From an optimization exercise on the open Yosys and OpenROAD flow, aimed at small area and a short achievable clock period; shortcuts taken in it are not production practice.
The RTL was checked by simulation tests, not by an equivalence proof against the original design.

File: flow/design.v
module md_sched #(
  parameter int MUL_CYCLES = 5,
  parameter int DIV_CYCLES = 10
) (
  input  logic        clk,
  input  logic        reset,
  input  logic [3:0]  md_op,
  input  logic [31:0] md_a,
  input  logic [31:0] md_b,
  input  logic        d_md_use,
  output logic        busy,
  output logic        md_start,
  output logic        md_stall,
  output logic [31:0] md_rd,
  output logic [31:0] hi,
  output logic [31:0] lo
);
  localparam logic [3:0] OP_MULT  = 4'd1;
  localparam logic [3:0] OP_MULTU = 4'd2;
  localparam logic [3:0] OP_DIV   = 4'd3;
  localparam logic [3:0] OP_DIVU  = 4'd4;
  localparam logic [3:0] OP_MTHI  = 4'd5;
  localparam logic [3:0] OP_MTLO  = 4'd6;
  localparam logic [3:0] OP_MFHI  = 4'd7;
  localparam logic [3:0] OP_MFLO  = 4'd8;
  typedef enum logic [1:0] {ST_IDLE, ST_MUL, ST_DIV} state_t;
  state_t      state, state_nxt;
  logic [3:0]  cnt;
  logic [31:0] opa, opb;
  logic        op_sgn;
  logic is_mul, is_div, idle, last, fast_zero;
  assign is_mul = (md_op == OP_MULT) || (md_op == OP_MULTU);
  assign is_div = (md_op == OP_DIV) || (md_op == OP_DIVU);
  assign idle   = (state == ST_IDLE);
  assign last   = (cnt == 4'd1);
  assign fast_zero = 1'b0;
  logic [63:0] a_ext, b_ext, prod;
  logic        a_neg, b_neg;
  logic [31:0] a_mag, b_mag, q_mag, r_mag, quot, rem;
  assign a_ext = {{32{op_sgn & opa[31]}}, opa};
  assign b_ext = {{32{op_sgn & opb[31]}}, opb};
  assign prod  = a_ext * b_ext;
  assign a_neg = op_sgn & opa[31];
  assign b_neg = op_sgn & opb[31];
  assign a_mag = a_neg ? -opa : opa;
  assign b_mag = b_neg ? -opb : opb;
  assign q_mag = a_mag / b_mag;
  assign r_mag = a_mag % b_mag;
  assign quot  = (a_neg ^ b_neg) ? -q_mag : q_mag;
  assign rem   = a_neg ? -r_mag : r_mag;
  always_ff @(posedge clk) begin
    if (reset) state <= ST_IDLE;
    else       state <= state_nxt;
  end
  always_comb begin
    state_nxt = state;
    case (state)
      ST_IDLE: begin
        if (is_mul && !fast_zero)      state_nxt = ST_MUL;
        else if (is_div && !fast_zero) state_nxt = ST_DIV;
      end
      ST_MUL, ST_DIV: begin
        if (last) state_nxt = ST_IDLE;
      end
      default: state_nxt = ST_IDLE;
    endcase
  end
  always_comb begin
    busy     = !idle;
    md_start = idle && (is_mul || is_div);
    md_stall = (busy || md_start) && d_md_use;
    md_rd    = 32'd0;
    if (md_op == OP_MFHI)      md_rd = hi;
    else if (md_op == OP_MFLO) md_rd = lo;
  end
  always_ff @(posedge clk) begin
    if (reset) begin
      cnt    <= 4'd0;
      opa    <= 32'd0;
      opb    <= 32'd0;
      op_sgn <= 1'b0;
      hi     <= 32'd0;
      lo     <= 32'd0;
    end else begin
      case (state)
        ST_IDLE: begin
          if (md_start && !fast_zero) begin
            opa    <= md_a;
            opb    <= md_b;
            op_sgn <= (md_op == OP_MULT) || (md_op == OP_DIV);
            cnt    <= is_mul ? 4'(MUL_CYCLES) : 4'(DIV_CYCLES);
          end
          if (fast_zero) begin
            hi <= 32'd0;
            lo <= 32'd0;
          end
          if (md_op == OP_MTHI) hi <= md_a;
          if (md_op == OP_MTLO) lo <= md_a;
        end
        default: begin
          cnt <= cnt - 4'd1;
          if (last) begin
            if (state == ST_MUL) begin
              {hi, lo} <= prod;
            end else if (opb != 32'd0) begin
              hi <= rem;
              lo <= quot;
            end
          end
        end
      endcase
    end
  end
endmodule
File: flow/run.sh
#!/bin/bash
# synth_recipe.tcl (not shown) runs the flow's synth.tcl, then flattens the netlist and writes it again
# the make line also repeats each setting of config.mk as NAME=value (left out here)
make -C /OpenROAD-flow-scripts/flow DESIGN_CONFIG=/design/flow/config.mk WORK_HOME=/design/flow/orfs CLKGATE_MAP_FILE= SYNTH_SCRIPT=/design/flow/synth_recipe.tcl finish
File: flow/config.mk
export PLATFORM = sky130hd
export DESIGN_NAME = md_sched
export DESIGN_NICKNAME = md_sched
export VERILOG_FILES = /design/flow/design.v
export SDC_FILE = /design/flow/constraint.sdc
export NUM_CORES = 4
export LEC_CHECK = 0
export CAP_MARGIN = 20
export CORE_MARGIN = 2
export CORE_UTILIZATION = 40
export SETUP_SLACK_MARGIN = 2
export SLEW_MARGIN = 20
File: flow/constraint.sdc
create_clock -name core_clock -period 80.0 [get_ports {clk}]
set_input_delay 16.0000 -clock core_clock [delete_from_list [all_inputs] [get_ports {clk}]]
set_output_delay 16.0000 -clock core_clock [all_outputs]
set_load 0.01 [all_outputs]
==> impl_metrics.env <==
export IMPL_drt_total_wl_um=388000
export IMPL_grt_pass1_vias=82100
export IMPL_period_share_pct=93.8
export IMPL_seq_area_frac_synth_pct=3.45
export IMPL_cts_sinks=135
export IMPL_stdcell_area_mm2=0.0905
export IMPL_cts_tree="built"
export IMPL_gp_congestion=1.09
export IMPL_syn_area_per_cell_um2=7.66
export IMPL_dp_cells=13300
export IMPL_reg2reg_depth=344
export IMPL_die_area_mm2=0.199
export IMPL_layout_nets=12700
export IMPL_cp_slowest_stage_delay_ps=690
export IMPL_ant_nets=0
export IMPL_vias_per_cell=6.02
export IMPL_hold_worst_slack_ps=478
export IMPL_hold_buffers=0
export IMPL_fin_setup_tns_ps=0
export IMPL_crit_type="reg -> reg"
export IMPL_ctsHtreeMaxLevel=4
export IMPL_ys_flop_type="dfxtp_1"
export IMPL_grt_max_degree=73
export IMPL_clock_skew_ps=23.5
export IMPL_path_max_fanout=38
export IMPL_fp_dieH_um=446
export IMPL_end_kind="flop"
export IMPL_path_delay_family="compound AO/OA/AOI/OAI gates"
export IMPL_area_growth_pct=15.6
export IMPL_min_path_type="reg -> reg"
export IMPL_cts_buffers=17
export IMPL_worstSetupPathDepth=344
export IMPL_maxCapViolCount=0
export IMPL_ios=170
export IMPL_drive_gt1_share_pct=13.2
export IMPL_cpMostUsedCell="buf_4"
export IMPL_synth_fp_nets=12200
export IMPL_synth_edff_count=0
export IMPL_whs_path_depth=2
export IMPL_path_clk_slew_ps=80
export IMPL_grt_usage_pct=38.6
export IMPL_worst_pin_slew_ps=1260
export IMPL_antenna_found_initial=43
export IMPL_fin_cells=13400
export IMPL_root_buffer="clkbuf_16"
export IMPL_placed_cell_area_mm2=0.0879
export IMPL_start_kind="flop"
export IMPL_drc=0
export IMPL_critPathSlowestCell="or4b_2"
export IMPL_rows=162
export IMPL_start_util_pct=40.2
export IMPL_max_slew_margin_pct=15.1
export IMPL_clock_latency_ps=490
export IMPL_arrival_ps=75430
export IMPL_finalHoldViolations=0
export IMPL_yosysUniqueCellTypes=120
export IMPL_outcome="finished clean"
export IMPL_rsz0062_at_grt="false"
export IMPL_yosys_warnings=1
export IMPL_synth_seq_cells=135
export IMPL_timing_fmax_mhz=13.3
export IMPL_finalSetupViolations=0
export IMPL_port_buffers=169
export IMPL_drv_slew=0
export IMPL_path_buf_inv=53
export IMPL_dp_hpwl_um=313000
export IMPL_drt_pass1_iter_count=8
export IMPL_worstPathRequired_ps=80370
export IMPL_fp_dieW_um=446
export IMPL_period_needed_ps=75060
export IMPL_drtIter0Drc=7861
export IMPL_syn_area_mm2=0.0783
export IMPL_routedWlPerCell_um=28.9
export IMPL_grt_pass1_wl_um=563000
export IMPL_synthCells=10200
export IMPL_async_flop_share_pct=0
export IMPL_grt_ovfl_total=0
export IMPL_core_area_mm2=0.195
export IMPL_num_vias=80700
export IMPL_clockBufferDepth=2
[layout by cell type, fill, tap and decap left out, drive strengths merged, types with 240 or more instances in the layout]
cell type / instances
xnor2: 342
inv: 1261
a21oi: 669
o21ai: 377
and2: 302
xor2: 240
ha: 750
buf: 853
nand2: 1577
nor2: 768
fa: 1126
[worst paths after layout]
path	start	to	slack [ps]
setup / recovery	op_sgn	hi[26]	4940
setup reg to reg	op_sgn	hi[26]	4940
hold / removal	hi[6]	hi[6]	480
hold reg to reg	hi[6]	hi[6]	480
[worst reg2reg max path, delay by kind of cell (launching register included)]
kind,cells,cell delay [ps]
simple gates,85,16730
buf+inv,53,9720
compound gates,163,35180
flops,1,570
fa+ha+maj,31,9680
xor+xnor,3,630
mux,9,2480
[cell families after synthesis]
family | after synthesis | synth area share (%)
fa+ha+maj | 1876 | 40.8
mux | 66 | 0.911
buf+inv | 1769 | 8.60
xor+xnor | 582 | 6.57
compound gates | 2192 | 18.4
flops | 135 | 3.45
simple gates | 3601 | 21.3
[flip-flops by register name, summed over array words and instances, names as in the netlist]
| name | flops |
|---|---|
| lo | 32 |
| hi | 32 |
| opb | 32 |
| opa | 32 |
| cnt | 4 |
| op_sgn | 1 |
| state | 2 |
[metrics by stage]
step | setup slack (ps) | utilization [%]
2_1_floorplan | 2100 | -
3_3_place_gp | -3460 | 45.1
3_5_place_dp | -4420 | 45.1
4_1_cts | 2010 | 45.6
5_1_grt | 1790 | 46.4
6_report | 4940 | 46.4
[Yosys cell counts, drive strengths merged, types with 64 or more instances]
cell type,n,area (um2)
a21o,175,1310
nor2,768,2890
a211oi,99,773
xnor2,342,3040
o211ai,91,693
nand3,160,811
nand2,1577,5930
and2,302,1890
ha,750,9380
nor2b,69,432
dfxtp,135,2700
fa,1126,22500
o21ai,377,1890
a21oi,669,3360
clkbuf,361,1360
xor2,240,2100
o21a,118,886
inv,1255,4710
a31oi,117,738
buf,151,659
or3,64,400
nand4,96,622
nor3,198,1080
nand2b,90,566
and3,73,457
[layout make-up]
| type | count | area [um2] |
|---|---|---|
| clock inverters | 14 | 168 |
| inverters | 1257 | 4720 |
| flip-flops and latches | 135 | 2770 |
| fillers | 19600 | 104000 |
| multi-input cells | 8318 | 70700 |
| repair buffers | 1024 | 8390 |
| clock buffers | 18 | 429 |
| diodes | 20 | 50.0 |
| well taps | 2624 | 3280 |
[timing repair]
| item | CTS | global route |
|---|---|---|
| pin swaps | 9 | 50 |
| gates resized for setup | 85 | 257 |
| cloned | 0 | 4 |
| buffers inserted | 15 | 45 |
| setup endpoints to repair | 64 | 64 |
[per-layer routing]
metal | vias to the layer above | GRT usage [%] | wire length (um)
met5 | - | 0 | 152
met1 | 40200 | 47.7 | 150000
met4 | 16 | 26.8 | 33900
met2 | 4047 | 62.0 | 174000
met3 | 1135 | 5.45 | 30000
li1 | 35200 | - | -

==> separate check: timing with driven ports <==
In the flow no input, the clock included, has a driving cell. The finished layout below was timed again as built, in two steps. Step 1: set_driving_cell puts a clkbuf_16 on clk and a buf_2 on each other input, an assumption about the parent block. Step 2 also shifts input and output timing later by t, the mid clock arrival at the registers, as if the neighbouring blocks saw the same clock. Slacks: no drivers / after step 1 / after step 2; pairs: no drivers / after step 1.
shift t [ns]: 0.556
slack for setup (ns): 4.939 / 4.939 / 4.939
worst hold slack (ns): 0.478 / 0.478 / 0.478
worst setup path after step 2: register to register
clock arrival spread, ns: 0.024 / 0.024
After both steps this run still meets setup and hold. For this run, drivers alone change the setup slack by 0.000 ns; drivers and shift together by 0.000 ns.
